From an optimization exercise on the open Yosys and OpenROAD flow, aimed at small area, a short achievable clock period and few clock cycles per item; shortcuts taken in it are not production practice.
Function was checked by simulation only, so behaviour that the tests miss may differ from the original.
No activity file was given, so power comes from the tool's default toggle rates.

==> design/flow/design.v <==
`default_nettype none
package wbcc_pkg;
    localparam int SLOTS_DEF   = 16;
    localparam int ID_BITS_DEF = 32;
    localparam int MOD_DIGITS = 4;
    localparam logic [4:0] ACTIVE_RESET = 5'd16;
    localparam logic [2:0] KIND_GET         = 3'd0;
    localparam logic [2:0] KIND_CLAIM       = 3'd1;
    localparam logic [2:0] KIND_DIRTY_ID    = 3'd2;
    localparam logic [2:0] KIND_DIRTY_SLOT  = 3'd3;
    localparam logic [2:0] KIND_FLUSH_ID    = 3'd4;
    localparam logic [2:0] KIND_FLUSH_SLOT  = 3'd5;
    localparam logic [2:0] KIND_FLUSH_ALL   = 3'd6;
    localparam logic [2:0] KIND_UNUSED      = 3'd7;
    localparam logic [1:0] CMD_WRITEBACK = 2'd0;
    localparam logic [1:0] CMD_READ      = 2'd1;
    localparam logic [1:0] CMD_STATUS    = 2'd2;
    typedef struct packed {
        logic [2:0]  kind;
        logic [31:0] block_id;
        logic [3:0]  slot_index;
        logic        writeback_fails;
        logic        read_fails;
    } t_item;
    typedef struct packed {
        logic [1:0]  command;
        logic [3:0]  slot_out;
        logic [31:0] block_out;
        logic        failed;
        logic        hit;
        logic        last;
    } t_result;
    typedef enum logic [2:0] {
        ST_IDLE,
        ST_SEARCH,
        ST_WAIT,
        ST_VICTIM,
        ST_READ,
        ST_STATUS
    } t_state;
endpackage
`default_nettype wire
`default_nettype none
module wbcc_cell
#(
    parameter int ID_BITS = wbcc_pkg::ID_BITS_DEF
) (
    input  wire logic               i_clk,
    input  wire logic               i_rst_n,
    input  wire logic               i_shift,
    input  wire logic [ID_BITS-1:0] i_tag,
    input  wire logic               i_valid,
    input  wire logic               i_dirty,
    output logic      [ID_BITS-1:0] o_tag,
    output logic                    o_valid,
    output logic                    o_dirty
);
    logic [ID_BITS-1:0] r_tag;
    logic               r_valid;
    logic               r_dirty;
    always_ff @(posedge i_clk) begin
        if (!i_rst_n) begin
            r_valid <= 1'b0;
            r_dirty <= 1'b0;
        end else if (i_shift) begin
            r_valid <= i_valid;
            r_dirty <= i_dirty;
        end
    end
    always_ff @(posedge i_clk) begin
        if (i_shift) begin
            r_tag <= i_tag;
        end
    end
    assign o_tag   = r_tag;
    assign o_valid = r_valid;
    assign o_dirty = r_dirty;
endmodule
`default_nettype wire
`default_nettype none
module wbcc_eac #(
    parameter int W = 12
) (
    input  wire logic [W-1:0] i_a,
    input  wire logic [W-1:0] i_b,
    output logic      [W-1:0] o_y
);
    localparam int L = $clog2(W);
    logic [W-1:0] g [L+1];
    logic [W-1:0] p [L+1];
    logic [W-1:0] c;
    logic         co;
    assign g[0] = i_a & i_b;
    assign p[0] = i_a ^ i_b;
    for (genvar l = 0; l < L; l++) begin : g_lvl
        for (genvar i = 0; i < W; i++) begin : g_bit
            if (i >= (1 << l)) begin : g_op
                assign g[l+1][i] = g[l][i] | (p[l][i] & g[l][i-(1<<l)]);
                assign p[l+1][i] = p[l][i] & p[l][i-(1<<l)];
            end else begin : g_pass
                assign g[l+1][i] = g[l][i];
                assign p[l+1][i] = p[l][i];
            end
        end
    end
    assign co   = g[L][W-1];
    assign c[0] = co;
    for (genvar i = 1; i < W; i++) begin : g_c
        assign c[i] = g[L][i-1] | (p[L][i-1] & co);
    end
    assign o_y = p[0] ^ c;
endmodule
module wbcc_modpre (
    input  wire logic [31:0] i_x,
    output logic      [11:0] o_a,
    output logic      [9:0]  o_b
);
    logic [31:0] x;
    assign x = i_x;
    logic [11:0] c0, c1, c2, s12, k12, ka;
    assign c0  = x[11:0];
    assign c1  = x[23:12];
    assign c2  = {4'd0, x[31:24]};
    assign s12 = c0 ^ c1 ^ c2;
    assign ka  = (c0 & c1) | (c0 & c2) | (c1 & c2);
    assign k12 = {ka[10:0], ka[11]};
    wbcc_eac #(.W(12)) u_a (.i_a(s12), .i_b(k12), .o_y(o_a));
    logic [9:0] e0, e1, e2, e3, s1, kb, k1, s10, kc, k10;
    assign e0  = x[9:0];
    assign e1  = x[19:10];
    assign e2  = x[29:20];
    assign e3  = {8'd0, x[31:30]};
    assign s1  = e0 ^ e1 ^ e2;
    assign kb  = (e0 & e1) | (e0 & e2) | (e1 & e2);
    assign k1  = {kb[8:0], kb[9]};
    assign s10 = s1 ^ k1 ^ e3;
    assign kc  = (s1 & k1) | (s1 & e3) | (k1 & e3);
    assign k10 = {kc[8:0], kc[9]};
    wbcc_eac #(.W(10)) u_b (.i_a(s10), .i_b(k10), .o_y(o_b));
endmodule
module wbcc_modfin (
    input  wire logic [11:0] i_a,
    input  wire logic [9:0]  i_b,
    input  wire logic [3:0]  i_lo,
    input  wire logic [4:0]  i_n,
    output logic      [3:0]  o_rem
);
    function automatic logic [3:0] f_m13(input logic [5:0] v);
        case ({v})
            6'd0: f_m13 = 4'd0;
            6'd1: f_m13 = 4'd1;
            6'd2: f_m13 = 4'd2;
            6'd3: f_m13 = 4'd3;
            6'd4: f_m13 = 4'd4;
            6'd5: f_m13 = 4'd5;
            6'd6: f_m13 = 4'd6;
            6'd7: f_m13 = 4'd7;
            6'd8: f_m13 = 4'd8;
            6'd9: f_m13 = 4'd9;
            6'd10: f_m13 = 4'd10;
            6'd11: f_m13 = 4'd11;
            6'd12: f_m13 = 4'd12;
            6'd13: f_m13 = 4'd0;
            6'd14: f_m13 = 4'd1;
            6'd15: f_m13 = 4'd2;
            6'd16: f_m13 = 4'd3;
            6'd17: f_m13 = 4'd4;
            6'd18: f_m13 = 4'd5;
            6'd19: f_m13 = 4'd6;
            6'd20: f_m13 = 4'd7;
            6'd21: f_m13 = 4'd8;
            6'd22: f_m13 = 4'd9;
            6'd23: f_m13 = 4'd10;
            6'd24: f_m13 = 4'd11;
            6'd25: f_m13 = 4'd12;
            6'd26: f_m13 = 4'd0;
            6'd27: f_m13 = 4'd1;
            6'd28: f_m13 = 4'd2;
            6'd29: f_m13 = 4'd3;
            6'd30: f_m13 = 4'd4;
            6'd31: f_m13 = 4'd5;
            6'd32: f_m13 = 4'd6;
            6'd33: f_m13 = 4'd7;
            6'd34: f_m13 = 4'd8;
            6'd35: f_m13 = 4'd9;
            6'd36: f_m13 = 4'd10;
            6'd37: f_m13 = 4'd11;
            6'd38: f_m13 = 4'd12;
            6'd39: f_m13 = 4'd0;
            6'd40: f_m13 = 4'd1;
            6'd41: f_m13 = 4'd2;
            6'd42: f_m13 = 4'd3;
            6'd43: f_m13 = 4'd4;
            6'd44: f_m13 = 4'd5;
            6'd45: f_m13 = 4'd6;
            6'd46: f_m13 = 4'd7;
            6'd47: f_m13 = 4'd8;
            6'd48: f_m13 = 4'd9;
            6'd49: f_m13 = 4'd10;
            6'd50: f_m13 = 4'd11;
            6'd51: f_m13 = 4'd12;
            6'd52: f_m13 = 4'd0;
            6'd53: f_m13 = 4'd1;
            6'd54: f_m13 = 4'd2;
            6'd55: f_m13 = 4'd3;
            6'd56: f_m13 = 4'd4;
            6'd57: f_m13 = 4'd5;
            6'd58: f_m13 = 4'd6;
            6'd59: f_m13 = 4'd7;
            6'd60: f_m13 = 4'd8;
            6'd61: f_m13 = 4'd9;
            6'd62: f_m13 = 4'd10;
            6'd63: f_m13 = 4'd11;
            default: f_m13 = 4'd0;
        endcase
    endfunction
    function automatic logic [3:0] f_m11(input logic [4:0] v);
        case ({v})
            5'd0: f_m11 = 4'd0;
            5'd1: f_m11 = 4'd1;
            5'd2: f_m11 = 4'd2;
            5'd3: f_m11 = 4'd3;
            5'd4: f_m11 = 4'd4;
            5'd5: f_m11 = 4'd5;
            5'd6: f_m11 = 4'd6;
            5'd7: f_m11 = 4'd7;
            5'd8: f_m11 = 4'd8;
            5'd9: f_m11 = 4'd9;
            5'd10: f_m11 = 4'd10;
            5'd11: f_m11 = 4'd0;
            5'd12: f_m11 = 4'd1;
            5'd13: f_m11 = 4'd2;
            5'd14: f_m11 = 4'd3;
            5'd15: f_m11 = 4'd4;
            5'd16: f_m11 = 4'd5;
            5'd17: f_m11 = 4'd6;
            5'd18: f_m11 = 4'd7;
            5'd19: f_m11 = 4'd8;
            5'd20: f_m11 = 4'd9;
            5'd21: f_m11 = 4'd10;
            5'd22: f_m11 = 4'd0;
            5'd23: f_m11 = 4'd1;
            5'd24: f_m11 = 4'd2;
            5'd25: f_m11 = 4'd3;
            5'd26: f_m11 = 4'd4;
            5'd27: f_m11 = 4'd5;
            5'd28: f_m11 = 4'd6;
            5'd29: f_m11 = 4'd7;
            5'd30: f_m11 = 4'd8;
            5'd31: f_m11 = 4'd9;
            default: f_m11 = 4'd0;
        endcase
    endfunction
    function automatic logic [3:0] f_3(input logic [3:0] u);
        case ({u})
            4'd0: f_3 = 4'd0;
            4'd1: f_3 = 4'd1;
            4'd2: f_3 = 4'd2;
            4'd3: f_3 = 4'd0;
            4'd4: f_3 = 4'd1;
            4'd5: f_3 = 4'd2;
            4'd6: f_3 = 4'd0;
            4'd7: f_3 = 4'd1;
            4'd8: f_3 = 4'd2;
            4'd9: f_3 = 4'd0;
            4'd10: f_3 = 4'd1;
            4'd11: f_3 = 4'd2;
            4'd12: f_3 = 4'd0;
            4'd13: f_3 = 4'd1;
            4'd14: f_3 = 4'd2;
            4'd15: f_3 = 4'd0;
            default: f_3 = 4'd0;
        endcase
    endfunction
    function automatic logic [3:0] f_5(input logic [3:0] u);
        case ({u})
            4'd0: f_5 = 4'd0;
            4'd1: f_5 = 4'd1;
            4'd2: f_5 = 4'd2;
            4'd3: f_5 = 4'd3;
            4'd4: f_5 = 4'd4;
            4'd5: f_5 = 4'd0;
            4'd6: f_5 = 4'd1;
            4'd7: f_5 = 4'd2;
            4'd8: f_5 = 4'd3;
            4'd9: f_5 = 4'd4;
            4'd10: f_5 = 4'd0;
            4'd11: f_5 = 4'd1;
            4'd12: f_5 = 4'd2;
            4'd13: f_5 = 4'd3;
            4'd14: f_5 = 4'd4;
            4'd15: f_5 = 4'd0;
            default: f_5 = 4'd0;
        endcase
    endfunction
    function automatic logic [3:0] f_15(input logic [3:0] u);
        case ({u})
            4'd0: f_15 = 4'd0;
            4'd1: f_15 = 4'd1;
            4'd2: f_15 = 4'd2;
            4'd3: f_15 = 4'd3;
            4'd4: f_15 = 4'd4;
            4'd5: f_15 = 4'd5;
            4'd6: f_15 = 4'd6;
            4'd7: f_15 = 4'd7;
            4'd8: f_15 = 4'd8;
            4'd9: f_15 = 4'd9;
            4'd10: f_15 = 4'd10;
            4'd11: f_15 = 4'd11;
            4'd12: f_15 = 4'd12;
            4'd13: f_15 = 4'd13;
            4'd14: f_15 = 4'd14;
            4'd15: f_15 = 4'd0;
            default: f_15 = 4'd0;
        endcase
    endfunction
    function automatic logic [3:0] f_6(input logic [1:0] r, input logic [0:0] lo);
        case ({r, lo})
            3'd0: f_6 = 4'd0;
            3'd1: f_6 = 4'd3;
            3'd2: f_6 = 4'd4;
            3'd3: f_6 = 4'd1;
            3'd4: f_6 = 4'd2;
            3'd5: f_6 = 4'd5;
            3'd6: f_6 = 4'd0;
            3'd7: f_6 = 4'd3;
            default: f_6 = 4'd0;
        endcase
    endfunction
    function automatic logic [3:0] f_10(input logic [2:0] r, input logic [0:0] lo);
        case ({r, lo})
            4'd0: f_10 = 4'd0;
            4'd1: f_10 = 4'd5;
            4'd2: f_10 = 4'd6;
            4'd3: f_10 = 4'd1;
            4'd4: f_10 = 4'd2;
            4'd5: f_10 = 4'd7;
            4'd6: f_10 = 4'd8;
            4'd7: f_10 = 4'd3;
            4'd8: f_10 = 4'd4;
            4'd9: f_10 = 4'd9;
            4'd10: f_10 = 4'd0;
            4'd11: f_10 = 4'd5;
            4'd12: f_10 = 4'd6;
            4'd13: f_10 = 4'd1;
            4'd14: f_10 = 4'd2;
            4'd15: f_10 = 4'd7;
            default: f_10 = 4'd0;
        endcase
    endfunction
    function automatic logic [3:0] f_12(input logic [1:0] r, input logic [1:0] lo);
        case ({r, lo})
            4'd0: f_12 = 4'd0;
            4'd1: f_12 = 4'd9;
            4'd2: f_12 = 4'd6;
            4'd3: f_12 = 4'd3;
            4'd4: f_12 = 4'd4;
            4'd5: f_12 = 4'd1;
            4'd6: f_12 = 4'd10;
            4'd7: f_12 = 4'd7;
            4'd8: f_12 = 4'd8;
            4'd9: f_12 = 4'd5;
            4'd10: f_12 = 4'd2;
            4'd11: f_12 = 4'd11;
            4'd12: f_12 = 4'd0;
            4'd13: f_12 = 4'd9;
            4'd14: f_12 = 4'd6;
            4'd15: f_12 = 4'd3;
            default: f_12 = 4'd0;
        endcase
    endfunction
    function automatic logic [3:0] f_7(input logic [5:0] u);
        case ({u})
            6'd0: f_7 = 4'd0;
            6'd1: f_7 = 4'd1;
            6'd2: f_7 = 4'd2;
            6'd3: f_7 = 4'd3;
            6'd4: f_7 = 4'd4;
            6'd5: f_7 = 4'd5;
            6'd6: f_7 = 4'd6;
            6'd7: f_7 = 4'd0;
            6'd8: f_7 = 4'd1;
            6'd9: f_7 = 4'd2;
            6'd10: f_7 = 4'd3;
            6'd11: f_7 = 4'd4;
            6'd12: f_7 = 4'd5;
            6'd13: f_7 = 4'd6;
            6'd14: f_7 = 4'd0;
            6'd15: f_7 = 4'd1;
            6'd16: f_7 = 4'd2;
            6'd17: f_7 = 4'd3;
            6'd18: f_7 = 4'd4;
            6'd19: f_7 = 4'd5;
            6'd20: f_7 = 4'd6;
            6'd21: f_7 = 4'd0;
            6'd22: f_7 = 4'd1;
            6'd23: f_7 = 4'd2;
            6'd24: f_7 = 4'd3;
            6'd25: f_7 = 4'd4;
            6'd26: f_7 = 4'd5;
            6'd27: f_7 = 4'd6;
            6'd28: f_7 = 4'd0;
            6'd29: f_7 = 4'd1;
            6'd30: f_7 = 4'd2;
            6'd31: f_7 = 4'd3;
            6'd32: f_7 = 4'd4;
            6'd33: f_7 = 4'd5;
            6'd34: f_7 = 4'd6;
            6'd35: f_7 = 4'd0;
            6'd36: f_7 = 4'd1;
            6'd37: f_7 = 4'd2;
            6'd38: f_7 = 4'd3;
            6'd39: f_7 = 4'd4;
            6'd40: f_7 = 4'd5;
            6'd41: f_7 = 4'd6;
            6'd42: f_7 = 4'd0;
            6'd43: f_7 = 4'd1;
            6'd44: f_7 = 4'd2;
            6'd45: f_7 = 4'd3;
            6'd46: f_7 = 4'd4;
            6'd47: f_7 = 4'd5;
            6'd48: f_7 = 4'd6;
            6'd49: f_7 = 4'd0;
            6'd50: f_7 = 4'd1;
            6'd51: f_7 = 4'd2;
            6'd52: f_7 = 4'd3;
            6'd53: f_7 = 4'd4;
            6'd54: f_7 = 4'd5;
            6'd55: f_7 = 4'd6;
            6'd56: f_7 = 4'd0;
            6'd57: f_7 = 4'd1;
            6'd58: f_7 = 4'd2;
            6'd59: f_7 = 4'd3;
            6'd60: f_7 = 4'd4;
            6'd61: f_7 = 4'd5;
            6'd62: f_7 = 4'd6;
            6'd63: f_7 = 4'd0;
            default: f_7 = 4'd0;
        endcase
    endfunction
    function automatic logic [3:0] f_9(input logic [5:0] u);
        case ({u})
            6'd0: f_9 = 4'd0;
            6'd1: f_9 = 4'd1;
            6'd2: f_9 = 4'd2;
            6'd3: f_9 = 4'd3;
            6'd4: f_9 = 4'd4;
            6'd5: f_9 = 4'd5;
            6'd6: f_9 = 4'd6;
            6'd7: f_9 = 4'd7;
            6'd8: f_9 = 4'd8;
            6'd9: f_9 = 4'd0;
            6'd10: f_9 = 4'd1;
            6'd11: f_9 = 4'd2;
            6'd12: f_9 = 4'd3;
            6'd13: f_9 = 4'd4;
            6'd14: f_9 = 4'd5;
            6'd15: f_9 = 4'd6;
            6'd16: f_9 = 4'd7;
            6'd17: f_9 = 4'd8;
            6'd18: f_9 = 4'd0;
            6'd19: f_9 = 4'd1;
            6'd20: f_9 = 4'd2;
            6'd21: f_9 = 4'd3;
            6'd22: f_9 = 4'd4;
            6'd23: f_9 = 4'd5;
            6'd24: f_9 = 4'd6;
            6'd25: f_9 = 4'd7;
            6'd26: f_9 = 4'd8;
            6'd27: f_9 = 4'd0;
            6'd28: f_9 = 4'd1;
            6'd29: f_9 = 4'd2;
            6'd30: f_9 = 4'd3;
            6'd31: f_9 = 4'd4;
            6'd32: f_9 = 4'd5;
            6'd33: f_9 = 4'd6;
            6'd34: f_9 = 4'd7;
            6'd35: f_9 = 4'd8;
            6'd36: f_9 = 4'd0;
            6'd37: f_9 = 4'd1;
            6'd38: f_9 = 4'd2;
            6'd39: f_9 = 4'd3;
            6'd40: f_9 = 4'd4;
            6'd41: f_9 = 4'd5;
            6'd42: f_9 = 4'd6;
            6'd43: f_9 = 4'd7;
            6'd44: f_9 = 4'd8;
            6'd45: f_9 = 4'd0;
            6'd46: f_9 = 4'd1;
            6'd47: f_9 = 4'd2;
            6'd48: f_9 = 4'd3;
            6'd49: f_9 = 4'd4;
            6'd50: f_9 = 4'd5;
            6'd51: f_9 = 4'd6;
            6'd52: f_9 = 4'd7;
            6'd53: f_9 = 4'd8;
            6'd54: f_9 = 4'd0;
            6'd55: f_9 = 4'd1;
            6'd56: f_9 = 4'd2;
            6'd57: f_9 = 4'd3;
            6'd58: f_9 = 4'd4;
            6'd59: f_9 = 4'd5;
            6'd60: f_9 = 4'd6;
            6'd61: f_9 = 4'd7;
            6'd62: f_9 = 4'd8;
            6'd63: f_9 = 4'd0;
            default: f_9 = 4'd0;
        endcase
    endfunction
    function automatic logic [3:0] f_14(input logic [2:0] r, input logic [0:0] lo);
        case ({r, lo})
            4'd0: f_14 = 4'd0;
            4'd1: f_14 = 4'd7;
            4'd2: f_14 = 4'd8;
            4'd3: f_14 = 4'd1;
            4'd4: f_14 = 4'd2;
            4'd5: f_14 = 4'd9;
            4'd6: f_14 = 4'd10;
            4'd7: f_14 = 4'd3;
            4'd8: f_14 = 4'd4;
            4'd9: f_14 = 4'd11;
            4'd10: f_14 = 4'd12;
            4'd11: f_14 = 4'd5;
            4'd12: f_14 = 4'd6;
            4'd13: f_14 = 4'd13;
            4'd14: f_14 = 4'd0;
            4'd15: f_14 = 4'd7;
            default: f_14 = 4'd0;
        endcase
    endfunction
    logic [3:0] n0, n1, n2, s4, k4a, k4, u15;
    assign n0  = i_a[3:0];
    assign n1  = i_a[7:4];
    assign n2  = i_a[11:8];
    assign s4  = n0 ^ n1 ^ n2;
    assign k4a = (n0 & n1) | (n0 & n2) | (n1 & n2);
    assign k4  = {k4a[2:0], k4a[3]};
    wbcc_eac #(.W(4)) u_15 (.i_a(s4), .i_b(k4), .o_y(u15));
    logic [5:0] u63;
    wbcc_eac #(.W(6)) u_63 (.i_a(i_a[5:0]), .i_b(i_a[11:6]), .o_y(u63));
    logic [3:0] l13, h13, l11, h11, r11, r13;
    logic [4:0] d13, e13, d11, e11;
    assign l13 = f_m13(i_a[5:0]);
    assign h13 = f_m13(i_a[11:6]);
    assign l11 = f_m11(i_b[4:0]);
    assign h11 = f_m11(i_b[9:5]);
    assign d13 = {1'b0, l13} + {1'b1, ~h13} + 5'd1;
    assign e13 = {1'b0, l13} + {1'b0, ~h13} + 5'd14;
    assign d11 = {1'b0, l11} + {1'b1, ~h11} + 5'd1;
    assign e11 = {1'b0, l11} + {1'b0, ~h11} + 5'd12;
    assign r13 = d13[4] ? e13[3:0] : d13[3:0];
    assign r11 = d11[4] ? e11[3:0] : d11[3:0];
    logic [3:0] r3, r5, r7;
    assign r3 = f_3(u15);
    assign r5 = f_5(u15);
    assign r7 = f_7(u63);
    always_comb begin
        case (i_n)
            5'd2:    o_rem = {3'd0, i_lo[0]};
            5'd3:    o_rem = r3;
            5'd4:    o_rem = {2'd0, i_lo[1:0]};
            5'd5:    o_rem = r5;
            5'd6:    o_rem = f_6(r3[1:0], i_lo[0]);
            5'd7:    o_rem = r7;
            5'd8:    o_rem = {1'b0, i_lo[2:0]};
            5'd9:    o_rem = f_9(u63);
            5'd10:   o_rem = f_10(r5[2:0], i_lo[0]);
            5'd11:   o_rem = r11;
            5'd12:   o_rem = f_12(r3[1:0], i_lo[1:0]);
            5'd13:   o_rem = r13;
            5'd14:   o_rem = f_14(r7[2:0], i_lo[0]);
            5'd15:   o_rem = f_15(u15);
            5'd16:   o_rem = i_lo;
            default: o_rem = 4'd0;
        endcase
    end
endmodule
module wbcc_mod (
    input  wire logic [31:0] i_dividend,
    input  wire logic [4:0]  i_divisor,
    output logic      [3:0]  o_rem
);
    logic [11:0] a;
    logic [9:0]  b;
    wbcc_modpre u_pre (.i_x(i_dividend), .o_a(a), .o_b(b));
    wbcc_modfin u_fin (.i_a(a), .i_b(b), .i_lo(i_dividend[3:0]), .i_n(i_divisor), .o_rem(o_rem));
endmodule
`default_nettype wire
`default_nettype none
module writeback_block_cache_controller_core
#(
    parameter int SLOTS   = wbcc_pkg::SLOTS_DEF,
    parameter int ID_BITS = wbcc_pkg::ID_BITS_DEF
) (
    input  wire logic       i_clk,
    input  wire logic       i_rst_n,
    input  wire logic       start,
    output logic            busy,
    input  wire wbcc_pkg::t_item      i_item,
    output logic            o_res_valid,
    output wbcc_pkg::t_result         o_res,
    input  wire logic       i_cfg_valid,
    output logic            o_cfg_ready,
    input  wire logic [4:0] i_cfg_data
);
    localparam int N = 16;
    logic [31:0] tag [N];
    logic [N-1:0] valid;
    logic [N-1:0] dirty;
    logic [4:0] r_active;
    logic [4:0] nact_in;
    logic [1:0]  q_cnt;
    logic        q_wp, q_rp;
    logic [2:0]  q_kind [2];
    logic [31:0] q_id   [2];
    logic [3:0]  q_slot [2];
    logic        q_wf   [2];
    logic        q_rf   [2];
    logic [4:0]  q_n    [2];
    logic [3:0]  q_vic  [2];
    logic        l_v;
    logic        l_ph;           
    logic [2:0]  l_kind;
    logic [31:0] l_id;
    logic [3:0]  l_slot;
    logic        l_wf, l_rf;
    logic [N-1:0] l_rng;         
    logic [N-1:0] l_eq;
    logic [3:0]  l_vic;
    logic [N-1:0] p_rem;
    logic        p_read;
    logic [3:0]  p_slot;
    logic        p_failed;
    logic        p_hit;
    logic        r_res_v;
    wbcc_pkg::t_result r_res;
    logic l_free, last_now;
    assign o_cfg_ready = 1'b1;
    always_comb begin
        if (r_active == 5'd0)       nact_in = 5'd1;
        else if (r_active > 5'd16)  nact_in = 5'd16;
        else                        nact_in = r_active;
    end
    always_ff @(posedge i_clk) begin
        if (!i_rst_n)         r_active <= wbcc_pkg::ACTIVE_RESET;
        else if (i_cfg_valid) r_active <= i_cfg_data;
    end
    logic         push, pop;
    logic [2:0]   m_kind;
    logic [31:0]  m_id;
    logic [3:0]   m_slot;
    logic         m_wf, m_rf;
    logic [4:0]   m_n;
    logic [3:0]   m_vic;
    logic [N-1:0] m_eq;
    logic         m_eql;
    logic [11:0] in_a, z_a;
    logic [9:0]  in_b, z_b;
    logic [3:0]  z_lo;
    logic [4:0]  z_n;
    logic        z_new;
    logic        z_idx;
    logic [3:0]  z_vic;
    wbcc_modpre u_pre (
        .i_x (i_item.block_id),
        .o_a (in_a),
        .o_b (in_b)
    );
    always_ff @(posedge i_clk) begin
        z_a   <= in_a;
        z_b   <= in_b;
        z_lo  <= i_item.block_id[3:0];
        z_n   <= nact_in;
        z_idx <= q_wp;
    end
    always_ff @(posedge i_clk) begin
        if (!i_rst_n) z_new <= 1'b0;
        else          z_new <= push;
    end
    wbcc_modfin u_fin (
        .i_a   (z_a),
        .i_b   (z_b),
        .i_lo  (z_lo),
        .i_n   (z_n),
        .o_rem (z_vic)
    );
    assign busy = q_cnt[1];
    assign push = start && !q_cnt[1];
    assign pop  = l_free && (q_cnt != 2'd0);
    always_ff @(posedge i_clk) begin
        if (!i_rst_n) begin
            q_cnt <= 2'd0;
            q_wp  <= 1'b0;
            q_rp  <= 1'b0;
        end else begin
            q_cnt <= q_cnt + 2'(push) - 2'(pop);
            if (push) q_wp <= !q_wp;
            if (pop)  q_rp <= !q_rp;
        end
    end
    for (genvar e = 0; e < 2; e++) begin : g_q
        always_ff @(posedge i_clk) begin
            if (z_new && (z_idx == 1'(e))) q_vic[e] <= z_vic;
        end
        always_ff @(posedge i_clk) begin
            if (push && (q_wp == 1'(e))) begin
                q_kind[e] <= i_item.kind;
                q_id[e]   <= i_item.block_id;
                q_slot[e] <= i_item.slot_index;
                q_wf[e]   <= i_item.writeback_fails;
                q_rf[e]   <= i_item.read_fails;
                q_n[e]    <= nact_in;
            end
        end
    end
    assign m_kind = q_kind[q_rp];
    assign m_id   = q_id[q_rp];
    assign m_slot = q_slot[q_rp];
    assign m_wf   = q_wf[q_rp];
    assign m_rf   = q_rf[q_rp];
    assign m_n    = q_n[q_rp];
    assign m_vic  = (z_new && (z_idx == q_rp)) ? z_vic : q_vic[q_rp];
    for (genvar i = 0; i < N; i++) begin : g_cmp
        assign m_eq[i] = (tag[i] == m_id);
    end
    assign m_eql = (l_id == m_id);
    logic [N-1:0] range_m;
    logic [N-1:0] match, first_m;
    logic         hit;
    logic [3:0]   hidx;
    logic [N-1:0] vic_oh, slot_oh;
    logic         vic_vd;
    logic         slot_h;
    logic         slot_d;
    logic         hit_d;
    logic [N-1:0] fa_mask, fa_first;
    logic [N-1:0] rem_first;
    logic [3:0]   fa_idx, rem_idx;
    function automatic logic [N-1:0] first_one(input logic [N-1:0] a);
        logic [N-1:0] o;
        o = a;
        for (int d = 1; d < N; d = d * 2) o = o | (o << d);
        first_one = a & ~(o << 1);
    endfunction
    function automatic logic [3:0] enc(input logic [N-1:0] oh);
        logic [3:0] e;
        e = 4'd0;
        for (int i = 0; i < N; i++) if (oh[i]) e = e | 4'(i);
        enc = e;
    endfunction
    for (genvar i = 0; i < N; i++) begin : g_rng
        assign vic_oh[i]  = (l_vic == 4'(i));
        assign slot_oh[i] = (l_slot == 4'(i));
    end
    assign range_m  = l_rng;
    assign match    = l_eq & valid & range_m;
    assign first_m  = first_one(match);
    assign hit      = |match;
    assign hidx     = enc(first_m);
    assign hit_d    = |(first_m & dirty);
    assign vic_vd   = |(vic_oh & valid & dirty);
    assign slot_h   = |(slot_oh & valid & range_m);
    assign slot_d   = |(slot_oh & dirty);
    assign fa_mask  = valid & dirty & range_m;
    assign fa_first = first_one(fa_mask);
    assign fa_idx   = enc(fa_first);
    assign rem_first = first_one(p_rem);
    assign rem_idx  = enc(rem_first);
    logic [N-1:0] rd_sel;
    logic [31:0]  rd_tag;
    always_comb begin
        rd_tag = '0;
        for (int i = 0; i < N; i++) rd_tag = rd_tag | ({32{rd_sel[i]}} & tag[i]);
    end
    logic [N-1:0] tag_we;
    logic [N-1:0] valid_set, dirty_set, dirty_clr;
    logic         w_v;
    logic [1:0]   w_cmd;
    logic [3:0]   w_slot;
    logic         w_use_tag;
    logic         w_failed, w_hit, w_last;
    logic [N-1:0] n_rem;
    logic         n_read;
    logic [3:0]   n_pslot;
    logic         n_pfailed, n_phit;
    always_comb begin
        tag_we    = '0;
        valid_set = '0;
        dirty_set = '0;
        dirty_clr = '0;
        rd_sel    = '0;
        w_v       = 1'b0;
        w_cmd     = wbcc_pkg::CMD_STATUS;
        w_slot    = 4'd0;
        w_use_tag = 1'b0;
        w_failed  = 1'b0;
        w_hit     = 1'b0;
        w_last    = 1'b0;
        n_rem     = p_rem;
        n_read    = p_read;
        n_pslot   = p_slot;
        n_pfailed = p_failed;
        n_phit    = p_hit;
        if (l_v && !l_ph) begin
            w_v = 1'b1;
            n_rem  = '0;
            n_read = 1'b0;
            case (l_kind)
                wbcc_pkg::KIND_GET, wbcc_pkg::KIND_CLAIM: begin
                    if (hit) begin
                        w_slot = hidx;
                        w_hit  = 1'b1;
                        w_last = 1'b1;
                    end else begin
                        rd_sel    = vic_oh;
                        n_pslot   = l_vic;
                        n_phit    = 1'b0;
                        if (l_kind == wbcc_pkg::KIND_CLAIM) begin
                            tag_we    = vic_oh;
                            valid_set = vic_oh;
                            dirty_set = vic_oh;
                            n_pfailed = 1'b0;
                            if (vic_vd) begin
                                w_cmd     = wbcc_pkg::CMD_WRITEBACK;
                                w_slot    = l_vic;
                                w_use_tag = 1'b1;
                            end else begin
                                w_slot = l_vic;
                                w_last = 1'b1;
                            end
                        end else begin
                            if (vic_vd && l_wf) begin
                                n_pfailed = 1'b1;
                            end else begin
                                n_pfailed = l_rf;
                                dirty_clr = vic_oh;
                                if (!l_rf) begin
                                    tag_we    = vic_oh;
                                    valid_set = vic_oh;
                                end
                            end
                            if (vic_vd) begin
                                w_cmd     = wbcc_pkg::CMD_WRITEBACK;
                                w_slot    = l_vic;
                                w_use_tag = 1'b1;
                                n_read    = !l_wf;
                            end else begin
                                w_cmd  = wbcc_pkg::CMD_READ;
                                w_slot = l_vic;
                            end
                        end
                    end
                end
                wbcc_pkg::KIND_DIRTY_ID: begin
                    dirty_set = first_m;
                    w_slot = hidx;
                    w_hit  = hit;
                    w_last = 1'b1;
                end
                wbcc_pkg::KIND_DIRTY_SLOT: begin
                    if (slot_h) dirty_set = slot_oh;
                    w_slot = l_slot;
                    w_hit  = slot_h;
                    w_last = 1'b1;
                end
                wbcc_pkg::KIND_FLUSH_ID: begin
                    n_pslot   = hidx;
                    n_pfailed = l_wf;
                    n_phit    = 1'b1;
                    if (hit && hit_d) begin
                        w_cmd  = wbcc_pkg::CMD_WRITEBACK;
                        w_slot = hidx;
                        if (!l_wf) dirty_clr = first_m;
                    end else begin
                        w_slot = hidx;
                        w_hit  = hit;
                        w_last = 1'b1;
                    end
                end
                wbcc_pkg::KIND_FLUSH_SLOT: begin
                    rd_sel    = slot_oh;
                    n_pslot   = l_slot;
                    n_pfailed = l_wf;
                    n_phit    = 1'b1;
                    if (slot_h && slot_d) begin
                        w_cmd     = wbcc_pkg::CMD_WRITEBACK;
                        w_slot    = l_slot;
                        w_use_tag = 1'b1;
                        if (!l_wf) dirty_clr = slot_oh;
                    end else begin
                        w_slot = l_slot;
                        w_hit  = slot_h;
                        w_last = 1'b1;
                    end
                end
                wbcc_pkg::KIND_FLUSH_ALL: begin
                    rd_sel    = fa_first;
                    n_phit    = 1'b0;
                    n_pfailed = l_wf;
                    n_pslot   = l_wf ? fa_idx : 4'd0;
                    if (|fa_mask) begin
                        w_cmd     = wbcc_pkg::CMD_WRITEBACK;
                        w_slot    = fa_idx;
                        w_use_tag = 1'b1;
                        if (!l_wf) begin
                            dirty_clr = fa_mask;
                            n_rem     = fa_mask & ~fa_first;
                        end
                    end else begin
                        w_last = 1'b1;
                    end
                end
                default: begin
                    w_last = 1'b1;
                end
            endcase
        end else if (l_v) begin
            w_v = 1'b1;
            if (|p_rem) begin
                rd_sel    = rem_first;
                n_rem     = p_rem & ~rem_first;
                w_cmd     = wbcc_pkg::CMD_WRITEBACK;
                w_slot    = rem_idx;
                w_use_tag = 1'b1;
            end else if (p_read) begin
                n_read = 1'b0;
                w_cmd  = wbcc_pkg::CMD_READ;
                w_slot = p_slot;
            end else begin
                w_slot   = p_slot;
                w_failed = p_failed;
                w_hit    = p_hit;
                w_last   = 1'b1;
            end
        end
    end
    assign last_now = w_last;
    assign l_free   = !l_v || last_now;
    always_ff @(posedge i_clk) begin
        if (!i_rst_n) begin
            l_v  <= 1'b0;
            l_ph <= 1'b0;
        end else if (l_free) begin
            l_v  <= (q_cnt != 2'd0);
            l_ph <= 1'b0;
        end else begin
            l_ph <= 1'b1;
        end
    end
    always_ff @(posedge i_clk) begin
        l_kind <= m_kind;
        l_slot <= m_slot;
        l_wf   <= m_wf;
        l_rf   <= m_rf;
        for (int i = 0; i < N; i++) l_rng[i] <= (5'(i) < m_n);
        l_vic  <= m_vic;
        for (int i = 0; i < N; i++) l_eq[i] <= tag_we[i] ? m_eql : m_eq[i];
    end
    always_ff @(posedge i_clk) begin
        if (l_free) l_id <= m_id;
    end
    always_ff @(posedge i_clk) begin
        p_rem    <= n_rem;
        p_read   <= n_read;
        p_slot   <= n_pslot;
        p_failed <= n_pfailed;
        p_hit    <= n_phit;
    end
    always_ff @(posedge i_clk) begin
        if (!i_rst_n) begin
            valid <= '0;
            dirty <= '0;
        end else begin
            valid <= valid | valid_set;
            dirty <= (dirty & ~dirty_clr) | dirty_set;
        end
    end
    for (genvar i = 0; i < N; i++) begin : g_tag
        always_ff @(posedge i_clk) begin
            if (tag_we[i]) tag[i] <= l_id;
        end
    end
    always_ff @(posedge i_clk) begin
        if (!i_rst_n) r_res_v <= 1'b0;
        else          r_res_v <= w_v;
    end
    always_ff @(posedge i_clk) begin
        r_res.command   <= w_cmd;
        r_res.slot_out  <= w_slot;
        r_res.block_out <= w_use_tag ? rd_tag : l_id;
        r_res.failed    <= w_failed;
        r_res.hit       <= w_hit;
        r_res.last      <= w_last;
    end
    assign o_res_valid = r_res_v;
    assign o_res       = r_res;
endmodule
`default_nettype wire
`default_nettype none
module wbcc_top (
    input  wire        clk,
    input  wire        rst_n,
    input  wire        start,
    output wire        busy,
    input  wire [2:0]  item_kind,
    input  wire [31:0] item_block_id,
    input  wire [3:0]  item_slot,
    input  wire        item_wb_fail,
    input  wire        item_rd_fail,
    output wire        res_valid,
    output wire [1:0]  res_command,
    output wire [3:0]  res_slot,
    output wire [31:0] res_block,
    output wire        res_failed,
    output wire        res_hit,
    output wire        res_last,
    input  wire        cfg_valid,
    output wire        cfg_ready,
    input  wire [4:0]  cfg_data
);
    wbcc_pkg::t_item   item;
    wbcc_pkg::t_result res;
    assign item.kind            = item_kind;
    assign item.block_id        = item_block_id;
    assign item.slot_index      = item_slot;
    assign item.writeback_fails = item_wb_fail;
    assign item.read_fails      = item_rd_fail;
    writeback_block_cache_controller_core u_core (
        .i_clk       (clk),
        .i_rst_n     (rst_n),
        .start       (start),
        .busy        (busy),
        .i_item      (item),
        .o_res_valid (res_valid),
        .o_res       (res),
        .i_cfg_valid (cfg_valid),
        .o_cfg_ready (cfg_ready),
        .i_cfg_data  (cfg_data)
    );
    assign res_command = res.command;
    assign res_slot    = res.slot_out;
    assign res_block   = res.block_out;
    assign res_failed  = res.failed;
    assign res_hit     = res.hit;
    assign res_last    = res.last;
endmodule
`default_nettype wire
==> design/flow/run.sh <==
#!/bin/bash
# synth_recipe.tcl (not shown) runs the flow's synth.tcl, then flattens the netlist and writes it again
# the make line also repeats each setting of config.mk as NAME=value (left out here)
make -C /OpenROAD-flow-scripts/flow DESIGN_CONFIG=/design/flow/config.mk WORK_HOME=/design/flow/orfs CLKGATE_MAP_FILE= SYNTH_SCRIPT=/design/flow/synth_recipe.tcl finish
==> design/flow/config.mk <==
export PLATFORM = sky130hd
export DESIGN_NAME = wbcc_top
export DESIGN_NICKNAME = wbcc_top
export VERILOG_FILES = /design/flow/design.v
export SDC_FILE = /design/flow/constraint.sdc
export NUM_CORES = 4
export LEC_CHECK = 0
export CAP_MARGIN = 20
export CORE_MARGIN = 2
export CORE_UTILIZATION = 40
export SETUP_SLACK_MARGIN = 2.0
export SLEW_MARGIN = 20
==> design/flow/constraint.sdc <==
create_clock -name core_clock -period 6.5 [get_ports {clk}]
set_input_delay 1.3000 -clock core_clock [delete_from_list [all_inputs] [get_ports {clk}]]
set_output_delay 1.3000 -clock core_clock [all_outputs]
set_load 0.01 [all_outputs]
==> results.yml, run 1 <==
pwr:
  intPower_mw: 16.1
  sw_frac_of_total_pct: 42.6
  power.share.clock_pct: 18.9
  power_switching_mw: 11.9
  finalPower_mw: 28.0
  ir_drop_mv: 0.820
  p_seq_share_pct: 27.3
  leakage_nw: 16.8
  p_per_area_mw_per_mm2: 540
  p_comb_share_pct: 53.8
global_routing:
  overflow: 0
  grt_max_degree: 46
  grt_pass1_vias: 32866
  grt_pass1_wl_um: 232000
  grt.total_usage_pct: 28.0
  antenna_found_initial: 3
sta:
  max_slew_margin_pct: 19.0
  fin_skew_ps: 70.6
  rsz0062_at_grt: "true"
  final_max_slew_viol_count: 0
  hold_viol: 0
  finalCriticalPeriod_ps: 4560
  tightestPinTransition_ps: 1200
  tns_ps: 0
  finalSetupViolCount: 0
  fmax_mhz: 219
  fin_crit_sh_pct: 70.2
place:
  dpl.hpwl_um: 119000
  io_buffers: 92
  place_congestion: 1.01
floorplanning:
  coreArea_mm2: 0.110
  rows: 122
  ioPinCount: 94
  die_h_um: 337
  initial_core_util_pct: 40.3
  die_x_um: 337
  fp.dieArea_mm2: 0.114
clock_tree:
  numCtsBuffers: 92
  cts_buffer_depth: 3
  cts.clk_slew.worst_paths_ps: 60
  clockRootBuffer: "clkbuf_16"
  cts_hold_buf: 0
  cts.sinks: 835
  cts_tree: "built"
  clk_latency_ps: 710
  ctsHtreeMaxLevel: 3
worst_setup_path:
  worst-path-max-fanout: 4
  cp.required_ps: 6890
  start_kind: "flop"
  crit_type: "reg -> reg"
  worst-endpoint-arrival_ps: 4950
  end_kind: "flop"
synthesis:
  ys_types: 111
  synthCells: 3835
  synthFlopType: "edfxtp_1"
  synth_area_leaders: "edfxtp_1, xnor2_1, dfxtp_1"
  ys_seq_elements: 835
  synth.largest_area_cell: "edfxtp_1"
  syn_area_mm2: 0.0444
  synth_top_area_share_pct: 45.0
  synth_edf_count: 666
  ys_seq_area_share_pct: 52.6
  synth_nets: 4019
  ys.warnings.count: 22
  async_flop_share_pct: 0
  syn_avg_cell_area_um2: 11.6
min_path:
  min_path_type: "reg -> reg"
flow_run:
  cap_violations: 0
drt:
  drc: 0
  wl_per_cell_um: 29.3
  wl_um: 163000
  num_vias: 34489
  drt-initial-drc-count: 5164
  first_pass_iters: 6
  postRouteAntennaNets: 0
  routed_via_density: 6.22
status:
  status: "no timing/DRC/antenna violations"
final_layout:
  layout.nets: 4161
  syn2layout_area_growth_pct: 16.9
  multi_input_area_mm2: 0.0210
  seq_area_mm2: 0.0234
  final_common_cell: "edfxtp_1"
  drive_gt1_share_pct: 15.4
  final_cell_mix: "edfxtp_1, xnor2_1, nand2_1"
  final.fill_count: 10003
[power groups by stage]
stage	Sequential (mW)	Clock (mW)	Combinational [mW]
after global routing	7.72	5.55	16.3
after global placement	7.71	0	12.6
after floorplan	7.51	0	9.19
after CTS	7.63	5.35	14.1
final	7.66	5.29	15.1
after detailed placement	7.73	0	12.7
[cell families after synthesis]
family | share of synthesized area, %
other | 0.00844
buffers and inverters | 3.32
adders and majority gates | 4.33
muxes | 2.13
and+or+nand+nor | 11.4
AOI/OAI and AO/OA | 14.5
xor gates and xnor gates | 11.7
DFF | 52.6
[through the flow]
stage / hold WS, ps / std cells / util (%) / area, µm² / worst slack, ps
floorplan: 355 / 3835 / - / 44600 / 1590
global placement: 395 / 5321 / 43.4 / 47900 / 705
detailed placement: 402 / 5321 / 43.4 / 47900 / 667
CTS: 409 / 5523 / 46.6 / 51500 / 2000
global route: 427 / 5543 / 47.1 / 51900 / 1770
finish: 410 / 5544 / 47.1 / 51900 / 1940
[cells in the mapped netlist (all sizes together), types with 33 or more instances]
| cell | count |
|---|---|
| ha | 101 |
| nand3 | 86 |
| a221oi | 68 |
| nor2 | 164 |
| edfxtp | 666 |
| a22oi | 130 |
| a22o | 36 |
| xnor2 | 573 |
| a222oi | 41 |
| mux2i | 66 |
| inv | 120 |
| fa | 33 |
| nor3 | 66 |
| nor4 | 151 |
| a21oi | 108 |
| buf | 128 |
| nand2 | 269 |
| dfxtp | 169 |
| nand4 | 95 |
| clkbuf | 95 |
| and3 | 43 |
| o21ai | 126 |
[worst paths after layout]
| kind | from | to | slack [ps] | cells past startpoint |
|---|---|---|---|---|
| worst max-delay path | u_core.z_a[6] | u_core.q_vic[1][3] | 1940 | 16 |
| worst min-delay path | u_core.q_wp | u_core.z_idx | 410 | 0 |
| worst max register to register | u_core.z_a[6] | u_core.q_vic[1][3] | 1940 | 16 |
| worst min register to register | u_core.q_wp | u_core.z_idx | 410 | 0 |
[layer usage]
layer	wire [µm]	share of wire, %	track usage [%]
met1	66100	41	38.6
met2	72600	45	43.1
met3	16200	9.9	5.27
met4	7700	4.7	12.1
met5	41	0.025	0
[cell type report]
cell class / instances / share of cell area (%)
clock inverters: 50 / 0.973
diodes: 1 / 0.00482
repair buffers: 270 / 4.17
multi-input cells: 2655 / 40.3
well taps: 1488 / 3.58
inverters: 122 / 0.915
clock buffers: 122 / 4.96
flip-flops and latches: 835 / 45.0
repair inverters: 1 / 0.00963
[registers in the layout, indices dropped and copies added (netlist names), 5 cells and up]
name / cells
u_core.tag: 512
u_core.q_id: 64
u_core.r_res: 41
u_core.l_id: 32
u_core.dirty: 16
u_core.l_eq: 16
u_core.l_rng: 16
u_core.valid: 16
u_core.p_rem: 15
u_core.z_a: 12
u_core.q_n: 10
u_core.q_slot: 8
u_core.q_vic: 8
u_core.q_kind: 6
u_core.r_active: 5
u_core.z_n: 5
[worst max-delay path, cell delays in order, from the launching register on]
cell and delay [ps]:
dfxtp_4 350, fa_1 540, ha_4 330, nand3_2 90, a31oi_1 180, nor2_1 90, fa_2 610, inv_4 70
ha_4 250, mux4_2 520, ha_4 200, inv_4 50, nor3_2 30, o21ai_1 130, and3_1 180, or3b_4 420
or2_4 240
[timing repair]
action	CTS	global route
gates resized for setup	129	129
gates cloned	1	0
pin swaps	29	51
setup buffers	29	20
endpoints found under the setup margin	54	60
hold endpoints to repair	0	0
Testbench counts, summed over its fixed seeds: cycles 7,484, items 5,120.
==> inputs of run 2 (changes only) <==
--- a/design/flow/config.mk
+++ b/design/flow/config.mk
@@ -8,5 +8,4 @@
 export CAP_MARGIN = 20
 export CORE_MARGIN = 2
 export CORE_UTILIZATION = 40
-export SETUP_SLACK_MARGIN = 2.0
 export SLEW_MARGIN = 20
==> results.yml, run 2 <==
worst_setup_path:
  slowest_delay_ps: 600
  ff2ff_path_depth: 18
  reg2reg_from: "u_core.z_a[6]"
  r2r_slack_ps: 990
  crit_family: "adder cells"
  crit_type: "in -> reg"
  endpoint: "u_core.u_fin.h11[1]"
  start_kind: "input pin"
  r2r_end: "u_core.q_vic[0][3]"
  cp.required_ps: 7060
  worst-endpoint-arrival_ps: 6090
  cp.depth: 18
  crit_path_cell_trace: "clkdlybuf4s50_1 -> fa_1 -> fa_1 -> ha_1 -> a21o_1 -> a21o_1 -> a21oi_1 -> o31a_1 -> o21a_1 -> o21ai_0 -> nand2_1 -> xnor2_1 -> inv_1 -> ha_1 -> mux2i_1 -> o21ai_0 -> and3_1 -> a31o_2"
  end_kind: "flop"
  slowest_stage: "fa_1"
  worst-path-max-fanout: 5
  path_buf_inv: 2
  cp-startpoint: "item_block_id[0]"
sta:
  fmax_mhz: 181
  rsz0062_at_grt: "false"
  hold_ws_ps: 413
  fin_skew_ps: 52.0
  fin_crit_sh_pct: 85.1
  final_max_slew_viol_count: 0
  tightestPinTransition_ps: 1230
  tns_ps: 0
  finalSetupViolCount: 0
  max_slew_margin_pct: 17.2
  finalCriticalPeriod_ps: 5530
  hold_viol: 0
synthesis:
  synth-xor-area-share_pct: 11.7
  synth_compound_area_share_pct: 14.5
  ys_seq_elements: 835
  ys.warnings.count: 22
  synth_nets: 4019
  syn_avg_cell_area_um2: 11.6
  synth.largest_area_cell: "edfxtp_1"
  synthCells: 3835
  synth_area_leaders: "edfxtp_1, xnor2_1, dfxtp_1"
  async_flop_share_pct: 0
  ys_seq_area_share_pct: 52.6
  synth_mux_area_share_pct: 2.13
  synth_fa_ha_area_share_pct: 4.33
  synth_top_family_by_area: "compound AO/OA/AOI/OAI gates"
  ys_types: 111
  synthSimpleGateAreaFrac_pct: 11.4
  synth_most_common_cell: "edfxtp_1"
  synthTopCellsByCount: "edfxtp_1, xnor2_1, nand2_1"
  syn_area_mm2: 0.0444
  synth_top_area_share_pct: 45.0
  synth_edf_count: 666
  synthFlopType: "edfxtp_1"
global_routing:
  antenna_found_initial: 1
  grt_pass1_wl_um: 230000
  grt_max_degree: 46
  grt.total_usage_pct: 27.8
  overflow: 0
  grt_pass1_vias: 32457
clock_tree:
  cts_buffer_depth: 3
  post-cts-setup-buffers: 0
  clk_latency_ps: 700
  cts.sinks: 835
  clockRootBuffer: "clkbuf_16"
  numCtsBuffers: 92
  cts.clk_slew.worst_paths_ps: 50
  cts_hold_buf: 0
  cts_tree: "built"
  ctsHtreeMaxLevel: 3
  cts.repair.resized: 0
final_layout:
  largest_reg_flops: 512
  final_cell_mix: "edfxtp_1, xnor2_1, nand2_1"
  layout.nets: 4119
  syn2layout_area_growth_pct: 14.2
  final.fill_count: 10069
  drive_gt1_share_pct: 10.4
  top_register: "u_core.tag"
  reg.largest.list: "u_core.tag x512, u_core.q_id x64, u_core.r_res x41"
  final_common_cell: "edfxtp_1"
place:
  place_congestion: 1.01
  dpl.hpwl_um: 119000
  io_buffers: 92
floorplanning:
  die_x_um: 337
  coreArea_mm2: 0.110
  ioPinCount: 94
  initial_core_util_pct: 40.3
  rows: 122
  die_h_um: 337
  fp.dieArea_mm2: 0.114
min_path:
  min_path_type: "reg -> reg"
drt:
  postRouteAntennaNets: 0
  first_pass_iters: 10
  wl_um: 161000
  drc: 0
  num_vias: 34187
  wl_per_cell_um: 29.3
  drt-initial-drc-count: 4906
  routed_via_density: 6.22
pwr:
  p_per_area_mw_per_mm2: 505
  leakage_nw: 16.4
  ir_drop_mv: 0.684
status:
  status: "no timing/DRC/antenna violations"
flow_run:
  cap_violations: 0
## run 2: worst register-to-register path, stage by stage (launching register included)
cell	delay [ps]
dfxtp_1	430
fa_1	450
ha_1	460
nand3_1	140
a31oi_1	190
nor2_1	80
fa_1	430
xnor2_1	190
inv_1	180
ha_1	380
inv_1	190
mux4_2	540
ha_1	200
inv_1	90
nor3_1	60
o21ai_1	200
and3_1	210
or3b_2	510
or2_2	300
## run 2: report_power, final
part	switching [mW]	total, mW	internal (mW)
combinational	8.04	12.8	4.79
sequential	0.794	7.66	6.87
clock	2.23	5.13	2.90
## run 2: worst min path at each step
stage | to | startpoint | depth (start not counted) | slack [ps]
after floorplan | u_core.z_idx | u_core.q_wp | 0 | 360
after global placement | u_core.z_idx | u_core.q_wp | 0 | 400
after detailed placement | u_core.z_idx | u_core.q_wp | 0 | 400
after CTS | u_core.z_idx | u_core.q_wp | 0 | 410
after global routing | u_core.z_idx | u_core.q_wp | 0 | 430
final | u_core.z_idx | u_core.q_wp | 0 | 410
## run 2: metal layers
| layer | up-vias | global-route usage (%) | part of all wire (%) |
|---|---|---|---|
| li1 | 14823 | - | - |
| met5 | - | 0 | 0 |
| met2 | 2032 | 43.3 | 45 |
| met4 | 0 | 11.4 | 4.6 |
| met1 | 17004 | 38.8 | 41 |
| met3 | 328 | 3.91 | 9.4 |
## run 2: cell families (layout without fill, tap and decap cells)
family / count (synthesis) / after routing
xor+xnor: 590 / 590
simple gates: 986 / 986
compound gates: 857 / 857
buf+inv: 345 / 515
fa+ha+maj: 134 / 134
mux: 87 / 87
flops: 835 / 835
other cells: 1 / 3
## run 2: stage by stage
step	instance area (µm²)	utilization (%)	setup WS (ps)	std cells	total power [mW]
2_1_floorplan	44400	-	1440	3835	16.5
3_3_place_gp	47800	43.3	500	5327	20.2
3_5_place_dp	47800	43.3	432	5327	20.3
4_1_cts	50700	46.0	1040	5491	25.4
5_1_grt	50800	46.0	708	5494	27.0
6_report	50800	46.0	969	5495	25.6
## run 2: area by class of cell
cell class	instances	area [µm²]	area share (%)
Sequential cell	835	23400	46.1
Multi-Input combinational cell	2655	20200	39.7
Clock buffer	125	2540	5.00
Timing Repair Buffer	229	1990	3.91
Tap cell	1488	1860	3.67
Inverter	122	458	0.902
Clock inverter	39	375	0.739
Antenna cell	2	5.00	0.00986

## afterwards: timing with drivers on the ports
In the flow no input, the clock included, has a driving cell. The finished layouts below were timed again as built, in two steps. Step 1: set_driving_cell puts a clkbuf_16 on clk and a buf_2 on each other input, an assumption about the parent block. Step 2 adds t to the input delays and takes it off the output delays; t is the mean of the earliest and latest rising clock arrival at the registers after step 1. Input paths then give back, and output paths get back, about the clock's delay inside the block. a / b / c = ideal ports / drivers / drivers and shift; a / b = the first two.
run | shift t [ns] | slack for setup (ns) | hold slack, ns | latest minus earliest clock arrival (ns) | worst slew at a driven data input, ns
run 1 | 0.742 | 1.939 / 1.939 / 1.415 | 0.410 / 0.410 / 0.410 | 0.072 / 0.073 | 0.04
run 2 | 0.745 | 0.969 / 0.987 / 0.271 | 0.413 / 0.413 / 0.413 | 0.055 / 0.054 | 0.04
After both steps every run listed still meets setup and hold. For run 2, which loses most, drivers alone change the setup slack by +0.018 ns; drivers and shift together by -0.698 ns.
